Background: an optimization exercise with open tools, aiming at small area and a short achievable clock period. Do not read the settings as production practice.

the reference run:
==> module axi_lite_regs, before the edit <==
module axi_lite_regs (
  input  logic                  aclk,
  input  logic                  rst_n,
  input  logic [REG_ADDR_W-1:0] s_axi_lite_awaddr,
  input  logic                  s_axi_lite_awvalid,
  output logic                  s_axi_lite_awready,
  input  logic [DATA_W-1:0]     s_axi_lite_wdata,
  input  logic [STRB_W-1:0]     s_axi_lite_wstrb,
  input  logic                  s_axi_lite_wvalid,
  output logic                  s_axi_lite_wready,
  output logic [1:0]            s_axi_lite_bresp,
  output logic                  s_axi_lite_bvalid,
  input  logic                  s_axi_lite_bready,
  input  logic [REG_ADDR_W-1:0] s_axi_lite_araddr,
  input  logic                  s_axi_lite_arvalid,
  output logic                  s_axi_lite_arready,
  output logic [DATA_W-1:0]     s_axi_lite_rdata,
  output logic [1:0]            s_axi_lite_rresp,
  output logic                  s_axi_lite_rvalid,
  input  logic                  s_axi_lite_rready,
  input  logic [LEVEL_W-1:0]    level,
  input  logic [DATA_W-1:0]     sent_count,
  output logic                  out_en,
  output logic                  out_en_nx,         
  output logic [DATA_W-1:0]     pkt_len_nx         
);
  logic [DATA_W-1:0]    bank_q [0:REG_RW_LAST];
  logic [REG_RW_LAST:2] wrt_q;                      
  logic                 awready_q;
  logic                 bvalid_q;
  logic                 berr_q;
  logic                 arready_q;
  logic                 rvalid_q;
  logic [DATA_W-1:0]    rdata_q;
  logic [REG_IDX_W-1:0] wr_idx;
  logic [REG_IDX_W-1:0] rd_idx;
  logic [DATA_W-1:0]    wfill;                      
  logic [DATA_W-1:0]    rd_word;
  logic [DATA_W-1:0]    len_nx;
  assign wr_idx = s_axi_lite_awaddr[REG_ADDR_W-1 -: REG_IDX_W];
  assign rd_idx = s_axi_lite_araddr[REG_ADDR_W-1 -: REG_IDX_W];
  assign s_axi_lite_awready = awready_q;
  assign s_axi_lite_wready  = awready_q;
  assign s_axi_lite_bvalid  = bvalid_q;
  assign s_axi_lite_bresp   = {berr_q, 1'b0};
  assign s_axi_lite_arready = arready_q;
  assign s_axi_lite_rvalid  = rvalid_q;
  assign s_axi_lite_rdata   = rdata_q;
  assign s_axi_lite_rresp   = RESP_OKAY;
  always_comb begin
    for (int b = 0; b < STRB_W; b++) begin
      wfill[8*b +: 8] = s_axi_lite_wstrb[b] ? s_axi_lite_wdata[8*b +: 8] : 8'h00;
    end
  end
  always_ff @(posedge aclk or negedge rst_n) begin
    if (!rst_n) begin
      awready_q <= 1'b0;
      bvalid_q  <= 1'b0;
      arready_q <= 1'b0;
      rvalid_q  <= 1'b0;
    end else begin
      awready_q <= !awready_q && !bvalid_q && s_axi_lite_awvalid && s_axi_lite_wvalid;
      bvalid_q  <= awready_q || (bvalid_q && !s_axi_lite_bready);
      arready_q <= !arready_q && !rvalid_q && s_axi_lite_arvalid;
      rvalid_q  <= arready_q || (rvalid_q && !s_axi_lite_rready);
    end
  end
  always_ff @(posedge aclk) begin
    if (awready_q) begin
      berr_q <= s_axi_lite_awaddr[REG_ADDR_W-1];    
    end
    if (arready_q) begin
      rdata_q <= rd_word;
    end
  end
  always_ff @(posedge aclk or negedge rst_n) begin
    if (!rst_n) begin
      bank_q[0] <= '0;
      bank_q[1] <= '0;
    end else begin
      bank_q[1] <= len_nx;
      if (awready_q && wr_idx == REG_IDX_W'(0)) begin
        for (int b = 0; b < STRB_W; b++) begin
          if (s_axi_lite_wstrb[b]) bank_q[0][8*b +: 8] <= s_axi_lite_wdata[8*b +: 8];
        end
      end
    end
  end
  always_comb begin
    len_nx = bank_q[1];
    if (awready_q && wr_idx == REG_IDX_W'(1)) begin
      for (int b = 0; b < STRB_W; b++) begin
        if (s_axi_lite_wstrb[b]) len_nx[8*b +: 8] = s_axi_lite_wdata[8*b +: 8];
      end
    end
  end
  assign out_en     = bank_q[0][CTRL_OUT_EN];
  assign out_en_nx  = (awready_q && wr_idx == REG_IDX_W'(0) && s_axi_lite_wstrb[0]) ?
                      s_axi_lite_wdata[CTRL_OUT_EN] : bank_q[0][CTRL_OUT_EN];
  assign pkt_len_nx = len_nx;
  always_ff @(posedge aclk or negedge rst_n) begin
    if (!rst_n) begin
      wrt_q <= '0;
    end else begin
      for (int w = 2; w <= REG_RW_LAST; w++) begin
        if (awready_q && wr_idx == REG_IDX_W'(w)) wrt_q[w] <= 1'b1;
      end
    end
  end
  always_ff @(posedge aclk) begin
    for (int w = 2; w <= REG_RW_LAST; w++) begin
      if (awready_q && wr_idx == REG_IDX_W'(w)) begin
        for (int b = 0; b < STRB_W; b++) begin
          if (s_axi_lite_wstrb[b] || !wrt_q[w]) bank_q[w][8*b +: 8] <= wfill[8*b +: 8];
        end
      end
    end
  end
  always_comb begin
    rd_word = '0;
    case (rd_idx)
      5'd0:  rd_word = bank_q[0];
      5'd1:  rd_word = bank_q[1];
      5'd16: rd_word = wrt_q[2] ? bank_q[2] : '0;
      5'd17: rd_word = wrt_q[3] ? bank_q[3] : '0;
      5'd18: rd_word = DATA_W'(level);
      5'd19: rd_word = sent_count;
      default: begin
        for (int w = 2; w <= REG_RW_LAST; w++) begin
          if (rd_idx == REG_IDX_W'(w) && wrt_q[w]) rd_word = bank_q[w];
        end
      end
    endcase
  end
endmodule
make LEC_CHECK=0 CAP_MARGIN=20 CORE_MARGIN=2 CORE_UTILIZATION=55 SETUP_SLACK_MARGIN=2.2 SLEW_MARGIN=20 finish   # period 4.2 ns
run.sh (not shown) runs the stock make flow with config.mk's settings and CLKGATE_MAP_FILE= SYNTH_SCRIPT=/design/flow/synth_recipe.tcl, a recipe that flattens the netlist after the stock synthesis.
Having completed the whole flow, the reference run delivered a layout that passed the timing, DRC and antenna checks.
Relative to the reference run, the following input files were edited for the trial run:
diff --git a/flow/design.v b/flow/design.v
--- a/flow/design.v
+++ b/flow/design.v
@@ -68,12 +68,14 @@
   logic [REG_IDX_W-1:0] wr_idx;
   logic [REG_IDX_W-1:0] rd_idx;
   logic [DATA_W-1:0]    wfill;                      
   logic [DATA_W-1:0]    rd_word;
   logic [DATA_W-1:0]    len_nx;
-  assign wr_idx = s_axi_lite_awaddr[REG_ADDR_W-1 -: REG_IDX_W];
-  assign rd_idx = s_axi_lite_araddr[REG_ADDR_W-1 -: REG_IDX_W];
+  always_ff @(posedge aclk) begin
+    wr_idx <= s_axi_lite_awaddr[REG_ADDR_W-1 -: REG_IDX_W];
+    rd_idx <= s_axi_lite_araddr[REG_ADDR_W-1 -: REG_IDX_W];
+  end
   assign s_axi_lite_awready = awready_q;
   assign s_axi_lite_wready  = awready_q;
   assign s_axi_lite_bvalid  = bvalid_q;
   assign s_axi_lite_bresp   = {berr_q, 1'b0};
   assign s_axi_lite_arready = arready_q;
@@ -98,11 +100,11 @@
       rvalid_q  <= arready_q || (rvalid_q && !s_axi_lite_rready);
     end
   end
   always_ff @(posedge aclk) begin
     if (awready_q) begin
-      berr_q <= s_axi_lite_awaddr[REG_ADDR_W-1];    
+      berr_q <= wr_idx[REG_IDX_W-1];    
     end
     if (arready_q) begin
       rdata_q <= rd_word;
     end
   end
--- outcome ---
- On wire length of the first global-routing pass, the reference run beats the trial run.
- Compared to the reference run, the trial run has critical path depth 4 higher.
- The core of the trial run is more densely filled than that of the reference run.
- The trial run against the reference run: overall global routing resource usage +0.49 points, core area +0.35%, wire length +5.0%.
- ~same synthesized cell count in the trial run and the reference run
- Diff the reference run -> the trial run | final worst setup slack | decrease of 0.11 ns
- Against the reference run, final HPWL from detailed placement in the trial run came out better.
- Across both runs, number of clock sinks was higher for the trial run than for the reference run.
- The run showing the greater clock buffer instance count of the final layout is the trial run.
- The trial run vs. the reference run: global-route congestion overflow total shows no meaningful change; compound-gate portion of the synthesized area shows an increase of 0.30 points; final antenna diode count shows an increase of 1.
Function was not checked in any run of this note: the RTL went through the layout flow alone.

[afterwards: timing with drivers on the ports]
Ports are ideal in the flow. The routed layouts listed here were re-timed in OpenROAD. Step 1: set_driving_cell puts a clkbuf_16 on aclk and a buf_2 on each other input, an assumption about the parent block. Step 2 times the ports against the registers' clock, not the clock port: input delays grow and output delays shrink by t, the midpoint of the rising clock arrivals with the driver on. a / b / c = ideal ports / drivers / drivers and shift; a / b = the first two.
run | t (ns) | setup WS [ns] | hold WS [ns] | worst register clock-pin slew, ns
the reference run | 0.716 | 1.497 / 1.492 / 0.775 | 0.113 / 0.085 / 0.472 | 0.07 / 0.07
the trial run | 0.721 | 1.388 / 1.388 / 0.676 | 0.225 / 0.202 / 0.474 | 0.07 / 0.07
After both steps every run listed still meets setup and hold. For the reference run, which loses most, drivers alone change the setup slack by -0.005 ns; drivers and shift together by -0.722 ns.
